Background: an optimization exercise with open tools, aiming at small area, a short achievable clock period and few clock cycles per item. Do not read the settings as production practice. In this exercise RTL edits were held to simulation tests only and were not proved equivalent to the original.

==> inputs of wip/quartz <==
==> flow/design.v <==
module data_cache #(
    parameter int INDEX_BITS = 3
) (
    input  logic         CLK,
    input  logic         RESET,
    input  logic [3:0]   READ,
    input  logic [2:0]   WRITE,
    input  logic [31:0]  ADDRESS,
    input  logic [31:0]  WRITEDATA,
    output logic [31:0]  READDATA,
    output logic         BUSY_WAIT,
    output logic         MEM_READ,
    output logic         MEM_WRITE,
    output logic [27:0]  MEM_ADDRESS,
    output logic [127:0] MEM_WRITEDATA,
    input  logic [127:0] MEM_READDATA,
    input  logic         MEM_BUSYWAIT
);
    localparam int TAG_BITS = 28 - INDEX_BITS;
    localparam int LINES = 1 << INDEX_BITS;
    logic [127:0] data_arr [LINES];
    logic [TAG_BITS-1:0] tag_arr [LINES];
    logic [LINES-1:0] valid, dirty;
    logic [INDEX_BITS-1:0] idx;
    logic [TAG_BITS-1:0] tag, victim_tag;
    logic [31:0] pick_line, pick_mem;
    logic [LINES-1:0] dec, match;
    logic [127:0] line;
    logic [31:0] store_lanes;
    logic [15:0] byte_sel;
    logic [3:0] e0, e1, ex;
    logic [31:0] line_word [LINES];
    logic [31:0] word, mem_word;
    logic [3:0] wsel;
    logic is_b, is_h, is_w, sgnd;
    logic [LINES-1:0] fill_l, wb_l, store_l;
    logic wr_req, req, hit, victim_dirty;
    assign idx = ADDRESS[4 +: INDEX_BITS];
    assign tag = ADDRESS[31 -: TAG_BITS];
    assign wr_req = WRITE[2];
    assign req = READ[3] | WRITE[2];
    dc_decode u_dec (.a(idx), .y(dec));
    for (genvar i = 0; i < LINES; i++) begin : g_match
        dc_tag_match u_match (.stored(tag_arr[i]), .valid(valid[i]), .tag(tag), .match(match[i]));
    end
    assign hit = |(dec & match);
    assign victim_dirty = |(dec & valid & dirty);
    dc_select #(.W(128)) u_line (.d({data_arr[7], data_arr[6], data_arr[5], data_arr[4],
                                     data_arr[3], data_arr[2], data_arr[1], data_arr[0]}),
                                 .sel(dec), .y(line));
    dc_select #(.W(TAG_BITS)) u_vtag (.d({tag_arr[7], tag_arr[6], tag_arr[5], tag_arr[4],
                                          tag_arr[3], tag_arr[2], tag_arr[1], tag_arr[0]}),
                                      .sel(dec), .y(victim_tag));
    assign MEM_WRITE = req && !hit && victim_dirty;
    assign MEM_READ = req && !hit && !victim_dirty;
    assign MEM_ADDRESS = victim_dirty ? {victim_tag, idx} : ADDRESS[31:4];
    assign MEM_WRITEDATA = line;
    assign BUSY_WAIT = !hit && (victim_dirty || MEM_BUSYWAIT);
    assign is_b = (READ[1:0] == 2'b00);
    assign is_h = (READ[1:0] == 2'b01);
    assign is_w = READ[1];
    assign sgnd = !READ[2];
    always_comb begin
        for (int k = 0; k < 4; k++) begin
            wsel[k] = (ADDRESS[3:2] == 2'(k));
            e0[k] = is_b ? (ADDRESS[1:0] == 2'(k)) :
                    is_h ? (ADDRESS[1] == 1'(k/2) && (k%2 == 0)) : (k == 0);
            e1[k] = !is_b && (is_h ? (ADDRESS[1] == 1'(k/2) && (k%2 == 1)) : (k == 1));
            ex[k] = sgnd && (is_b ? (ADDRESS[1:0] == 2'(k)) :
                             is_h ? (ADDRESS[1] == 1'(k/2) && (k%2 == 1)) : 1'b0);
        end
    end
    for (genvar i = 0; i < LINES; i++) begin : g_word
        dc_word_select u_word (.l(data_arr[i]), .sel(wsel), .y(line_word[i]));
    end
    dc_select #(.W(32)) u_word (.d({line_word[7], line_word[6], line_word[5], line_word[4],
                                    line_word[3], line_word[2], line_word[1], line_word[0]}),
                                .sel(dec), .y(word));
    dc_word_select u_mem_word (.l(MEM_READDATA), .sel(wsel), .y(mem_word));
    dc_extract u_ext_line (.w(word), .e0(e0), .e1(e1), .ex(ex), .eu(is_w), .eb(sgnd && is_b),
                           .y(pick_line));
    dc_extract u_ext_mem (.w(mem_word), .e0(e0), .e1(e1), .ex(ex), .eu(is_w), .eb(sgnd && is_b),
                          .y(pick_mem));
    assign READDATA = hit ? pick_line : pick_mem;
    always_comb begin
        for (int k = 0; k < 4; k++) begin
            if (WRITE[1])
                store_lanes[8*k +: 8] = WRITEDATA[8*k +: 8];
            else if (WRITE[0])
                store_lanes[8*k +: 8] = WRITEDATA[8*(k%2) +: 8];
            else
                store_lanes[8*k +: 8] = WRITEDATA[7:0];
        end
        for (int j = 0; j < 16; j++)
            byte_sel[j] = wr_req && wsel[j/4] &&
                          (WRITE[1] || (WRITE[0] ? (ADDRESS[1] == 1'((j%4)/2))
                                                 : (ADDRESS[1:0] == 2'(j%4))));
    end
    always_comb begin
        for (int i = 0; i < LINES; i++) begin
            fill_l[i] = dec[i] && req && !match[i] && !(valid[i] && dirty[i]) && !MEM_BUSYWAIT;
            wb_l[i] = dec[i] && req && !match[i] && valid[i] && dirty[i] && !MEM_BUSYWAIT;
            store_l[i] = dec[i] && match[i] && wr_req;
        end
    end
    always_ff @(posedge CLK) begin
        for (int i = 0; i < LINES; i++) begin
            if (RESET) begin
                valid[i] <= 1'b0;
                dirty[i] <= 1'b0;
            end else if (fill_l[i]) begin
                valid[i] <= 1'b1;
                dirty[i] <= wr_req;
            end else if (wb_l[i]) begin
                dirty[i] <= 1'b0;
            end else if (store_l[i]) begin
                dirty[i] <= 1'b1;
            end
        end
    end
    always_ff @(posedge CLK) begin
        for (int i = 0; i < LINES; i++) begin
            if (fill_l[i]) tag_arr[i] <= tag;
            for (int j = 0; j < 16; j++)
                if (fill_l[i] || (store_l[i] && byte_sel[j]))
                    data_arr[i][8*j +: 8] <= byte_sel[j] ? store_lanes[8*(j%4) +: 8]
                                                         : MEM_READDATA[8*j +: 8];
        end
    end
endmodule
module dc_decode (
    input  logic [2:0] a,
    output logic [7:0] y
);
    always_comb
        for (int i = 0; i < 8; i++)
            y[i] = (a == 3'(i));
endmodule
module dc_tag_match (
    input  logic [24:0] stored,
    input  logic        valid,
    input  logic [24:0] tag,
    output logic        match
);
    assign match = valid && (stored == tag);
endmodule
module dc_select #(
    parameter int W = 128
) (
    input  logic [8*W-1:0] d,
    input  logic [7:0]     sel,
    output logic [W-1:0]   y
);
    always_comb begin
        y = '0;
        for (int i = 0; i < 8; i++)
            y = y | (d[W*i +: W] & {W{sel[i]}});
    end
endmodule
module dc_word_select (
    input  logic [127:0] l,
    input  logic [3:0]   sel,
    output logic [31:0]  y
);
    always_comb begin
        y = '0;
        for (int k = 0; k < 4; k++)
            y = y | (l[32*k +: 32] & {32{sel[k]}});
    end
endmodule
module dc_extract (
    input  logic [31:0] w,
    input  logic [3:0]  e0,
    input  logic [3:0]  e1,
    input  logic [3:0]  ex,
    input  logic        eu,
    input  logic        eb,
    output logic [31:0] y
);
    always_comb begin
        logic [7:0] b0, b1;
        logic sgn;
        b0 = '0;
        b1 = '0;
        sgn = 1'b0;
        for (int k = 0; k < 4; k++) begin
            b0 = b0 | (w[8*k +: 8] & {8{e0[k]}});
            b1 = b1 | (w[8*k +: 8] & {8{e1[k]}});
            sgn = sgn | (w[8*k+7] & ex[k]);
        end
        y = {(w[31:16] & {16{eu}}) | {16{sgn}}, b1 | {8{sgn && eb}}, b0};
    end
endmodule
==> flow/flow/run.sh <==
#!/bin/bash
# The standard ORFS layout with two changes to how it is made: the port buffers are a
# plain buffer cell (buf_2) instead of the delay cell buffer_ports picks by default, and
# the resizer may swap a cell for any cell of the same function, not only one with the
# same footprint. Synthesis is the standard one, run unchanged.
set -uo pipefail
bash standard.sh synth > flow_synth.log 2>&1 || exit 1
bash standard.sh MATCH_CELL_FOOTPRINT=0 \
    "BUFFER_PORTS_ARGS=-buffer_cell sky130_fd_sc_hd__buf_2" finish > flow_layout.log 2>&1 || exit 1
==> flow/standard.sh <==
#!/bin/bash
# synth_recipe.tcl (not shown) runs the flow's synth.tcl, then flattens the netlist and writes it again
# the make line also repeats each setting of config.mk as NAME=value (left out here)
make -C /OpenROAD-flow-scripts/flow DESIGN_CONFIG=/design/flow/config.mk WORK_HOME=/design/flow/orfs CLKGATE_MAP_FILE= SYNTH_SCRIPT=/design/flow/synth_recipe.tcl "${@:-finish}"
==> flow/config.mk <==
export PLATFORM = sky130hd
export DESIGN_NAME = data_cache
export DESIGN_NICKNAME = data_cache
export VERILOG_FILES = /design/flow/design.v
export SDC_FILE = /design/flow/constraint.sdc
export NUM_CORES = 4
export LEC_CHECK = 0
export CAP_MARGIN = 30
export CORE_MARGIN = 2
export CORE_UTILIZATION = 40
export CTS_CLUSTER_DIAMETER = 80
export CTS_CLUSTER_SIZE = 25
export PLACE_DENSITY = 0.6
export SETUP_SLACK_MARGIN = 1.2
export SLEW_MARGIN = 20
export SYNTH_HIERARCHICAL = 1
==> flow/constraint.sdc <==
create_clock -name core_clock -period 5.5 [get_ports {CLK}]
set_input_delay 1.1000 -clock core_clock [delete_from_list [all_inputs] [get_ports {CLK}]]
set_output_delay 1.1000 -clock core_clock [all_outputs]
set_load 0.01 [all_outputs]
==> wip/maple (differences from wip/quartz) <==
==> flow/design.v, changed modules only <==
module data_cache #(
    parameter int INDEX_BITS = 3
) (
    input  logic         CLK,
    input  logic         RESET,
    input  logic [3:0]   READ,
    input  logic [2:0]   WRITE,
    input  logic [31:0]  ADDRESS,
    input  logic [31:0]  WRITEDATA,
    output logic [31:0]  READDATA,
    output logic         BUSY_WAIT,
    output logic         MEM_READ,
    output logic         MEM_WRITE,
    output logic [27:0]  MEM_ADDRESS,
    output logic [127:0] MEM_WRITEDATA,
    input  logic [127:0] MEM_READDATA,
    input  logic         MEM_BUSYWAIT
);
    localparam int TAG_BITS = 28 - INDEX_BITS;
    localparam int LINES = 1 << INDEX_BITS;
    logic [127:0] data_arr [LINES];
    logic [TAG_BITS-1:0] tag_arr [LINES];
    logic [LINES-1:0] valid, dirty;
    logic [INDEX_BITS-1:0] idx;
    logic [TAG_BITS-1:0] tag, victim_tag;
    logic [31:0] pick_line, pick_mem;
    logic [3:0] upsel;
    logic [LINES-1:0] dec, match;
    logic [127:0] line;
    logic [31:0] store_lanes;
    logic [15:0] byte_sel, rsel0, rsel1;
    logic [3:0] wsel;
    logic [15:0] sx0, sx1;
    logic is_b, is_h, is_w, sgnd;
    logic [LINES-1:0] fill_l, wb_l, store_l;
    logic wr_req, req, hit, victim_dirty;
    assign idx = ADDRESS[4 +: INDEX_BITS];
    assign tag = ADDRESS[31 -: TAG_BITS];
    assign wr_req = WRITE[2];
    assign req = READ[3] | WRITE[2];
    dc_decode u_dec (.a(idx), .y(dec));
    for (genvar i = 0; i < LINES; i++) begin : g_match
        dc_tag_match u_match (.stored(tag_arr[i]), .valid(valid[i]), .tag(tag), .match(match[i]));
    end
    assign hit = |(dec & match);
    assign victim_dirty = |(dec & valid & dirty);
    dc_select #(.W(128)) u_line (.d({data_arr[7], data_arr[6], data_arr[5], data_arr[4],
                                     data_arr[3], data_arr[2], data_arr[1], data_arr[0]}),
                                 .sel(dec), .y(line));
    dc_select #(.W(TAG_BITS)) u_vtag (.d({tag_arr[7], tag_arr[6], tag_arr[5], tag_arr[4],
                                          tag_arr[3], tag_arr[2], tag_arr[1], tag_arr[0]}),
                                      .sel(dec), .y(victim_tag));
    assign MEM_WRITE = req && !hit && victim_dirty;
    assign MEM_READ = req && !hit && !victim_dirty;
    assign MEM_ADDRESS = victim_dirty ? {victim_tag, idx} : ADDRESS[31:4];
    assign MEM_WRITEDATA = line;
    assign BUSY_WAIT = !hit && (victim_dirty || MEM_BUSYWAIT);
    assign is_b = (READ[1:0] == 2'b00);
    assign is_h = (READ[1:0] == 2'b01);
    assign is_w = READ[1];
    assign sgnd = !READ[2];
    always_comb begin
        for (int k = 0; k < 4; k++)
            wsel[k] = (ADDRESS[3:2] == 2'(k));
        for (int j = 0; j < 16; j++) begin
            rsel0[j] = wsel[j/4] && (is_b ? (ADDRESS[1:0] == 2'(j%4)) :
                                     is_h ? (ADDRESS[1] == 1'((j%4)/2) && (j%2 == 0)) :
                                            (j%4 == 0));
            rsel1[j] = wsel[j/4] && !is_b && (is_h ? (ADDRESS[1] == 1'((j%4)/2) && (j%2 == 1)) :
                                                     (j%4 == 1));
        end
    end
    assign sx0 = rsel0 & {16{sgnd && is_b}};
    assign sx1 = rsel1 & {16{sgnd && is_h}};
    assign upsel = wsel & {4{is_w}};
    dc_pick u_pick_line (.l(line), .s0(rsel0), .s1(rsel1), .sx(sx0 | sx1), .su(upsel),
                         .eb(sgnd && is_b), .y(pick_line));
    dc_pick u_pick_mem (.l(MEM_READDATA), .s0(rsel0), .s1(rsel1), .sx(sx0 | sx1), .su(upsel),
                        .eb(sgnd && is_b), .y(pick_mem));
    assign READDATA = hit ? pick_line : pick_mem;
    always_comb begin
        for (int k = 0; k < 4; k++) begin
            if (WRITE[1])
                store_lanes[8*k +: 8] = WRITEDATA[8*k +: 8];
            else if (WRITE[0])
                store_lanes[8*k +: 8] = WRITEDATA[8*(k%2) +: 8];
            else
                store_lanes[8*k +: 8] = WRITEDATA[7:0];
        end
        for (int j = 0; j < 16; j++)
            byte_sel[j] = wr_req && wsel[j/4] &&
                          (WRITE[1] || (WRITE[0] ? (ADDRESS[1] == 1'((j%4)/2))
                                                 : (ADDRESS[1:0] == 2'(j%4))));
    end
    always_comb begin
        for (int i = 0; i < LINES; i++) begin
            fill_l[i] = dec[i] && req && !match[i] && !(valid[i] && dirty[i]) && !MEM_BUSYWAIT;
            wb_l[i] = dec[i] && req && !match[i] && valid[i] && dirty[i] && !MEM_BUSYWAIT;
            store_l[i] = dec[i] && match[i] && wr_req;
        end
    end
    always_ff @(posedge CLK) begin
        for (int i = 0; i < LINES; i++) begin
            if (RESET) begin
                valid[i] <= 1'b0;
                dirty[i] <= 1'b0;
            end else if (fill_l[i]) begin
                valid[i] <= 1'b1;
                dirty[i] <= wr_req;
            end else if (wb_l[i]) begin
                dirty[i] <= 1'b0;
            end else if (store_l[i]) begin
                dirty[i] <= 1'b1;
            end
        end
    end
    always_ff @(posedge CLK) begin
        for (int i = 0; i < LINES; i++) begin
            if (fill_l[i]) tag_arr[i] <= tag;
            for (int j = 0; j < 16; j++)
                if (fill_l[i] || (store_l[i] && byte_sel[j]))
                    data_arr[i][8*j +: 8] <= byte_sel[j] ? store_lanes[8*(j%4) +: 8]
                                                         : MEM_READDATA[8*j +: 8];
        end
    end
endmodule
module dc_pick (
    input  logic [127:0] l,
    input  logic [15:0]  s0,
    input  logic [15:0]  s1,
    input  logic [15:0]  sx,
    input  logic [3:0]   su,
    input  logic         eb,
    output logic [31:0]  y
);
    always_comb begin
        logic [7:0] b0, b1;
        logic [15:0] up;
        logic sgn;
        b0 = '0;
        b1 = '0;
        up = '0;
        sgn = 1'b0;
        for (int j = 0; j < 16; j++) begin
            b0 = b0 | (l[8*j +: 8] & {8{s0[j]}});
            b1 = b1 | (l[8*j +: 8] & {8{s1[j]}});
            sgn = sgn | (l[8*j+7] & sx[j]);
        end
        for (int k = 0; k < 4; k++)
            up = up | (l[32*k+16 +: 16] & {16{su[k]}});
        y = {up | {16{sgn}}, b1 | {8{sgn && eb}}, b0};
    end
endmodule
// module dc_word_select removed
// module dc_extract removed
--- a/flow/config.mk
+++ b/flow/config.mk
@@ -5,11 +5,9 @@
 export SDC_FILE = /design/flow/constraint.sdc
 export NUM_CORES = 4
 export LEC_CHECK = 0
-export CAP_MARGIN = 30
+export CAP_MARGIN = 20
 export CORE_MARGIN = 2
 export CORE_UTILIZATION = 40
-export CTS_CLUSTER_DIAMETER = 80
-export CTS_CLUSTER_SIZE = 25
 export PLACE_DENSITY = 0.6
 export SETUP_SLACK_MARGIN = 1.2
 export SLEW_MARGIN = 20
==> results.txt <==
Post-Synthesis Cells 4366; multi-input combinational gate total 2770; Yosys warnings 18; worst setup margin 0.649 ns; Hold Crit Endpoint dirty[7]$_SDFFE_PP0P_; status finished clean; CP peak stage delay 0.49 ns; final wirelength 257000 um; worst flop-to-flop path endpoint data_arr[4][93]$_DFFE_PP_; DR vias/cell 6.86; Row Count 141; commonest non-fill, non-tap cell in the layout a22oi_1; Compound-Gate Fraction of Synth Area 20.2%
# the run above: wip/quartz

==> results.txt <==
Post-Syn Area 54600 um2; Compound-Gate Fraction of Synth Area 16.4%; final wirelength 269000 um; Post-Synthesis Cells 3607; worst setup margin 0.346 ns; commonest non-fill, non-tap cell in the layout edfxtp_1; DR vias/cell 6.86; CP peak stage delay 0.46 ns; status finished clean; Row Count 135
# the run above: wip/maple

Testbench counts of wip/quartz, summed over its fixed seeds: cycles 66,184, accesses 24,000.
Testbench counts of wip/maple, summed over its fixed seeds: cycles 66,184, accesses 24,000.

-- static timing again, ports no longer ideal --
The results above use ideal ports. As a check the final layouts listed here were re-extracted and re-timed, cells and wires unchanged.
Step 1: set_driving_cell puts a clkbuf_16 on CLK and a buf_2 on each other input, an assumption about the parent block.
Step 2, shift: input delay + t, output delay - t, t = (earliest + latest rising clock arrival at the registers) / 2. This alone moves slack from input paths to output paths.
Slacks: ideal ports / drivers / drivers and shift; pairs: ideal ports / drivers.
| run | shift t [ns] | slack for setup (ns) | worst setup path at the end | worst register clock-pin slew, ns |
|---|---|---|---|---|
| wip/quartz | 0.828 | 0.649 / 0.509 / 0.298 | input to register | 0.11 / 0.11 |
| wip/maple | 0.839 | 0.346 / 0.207 / 0.207 | input to output | 0.07 / 0.07 |
After both steps every run listed still meets setup and hold. The setup slack of wip/quartz, which loses most, moves by -0.140 ns with the drivers and by -0.351 ns with both steps.
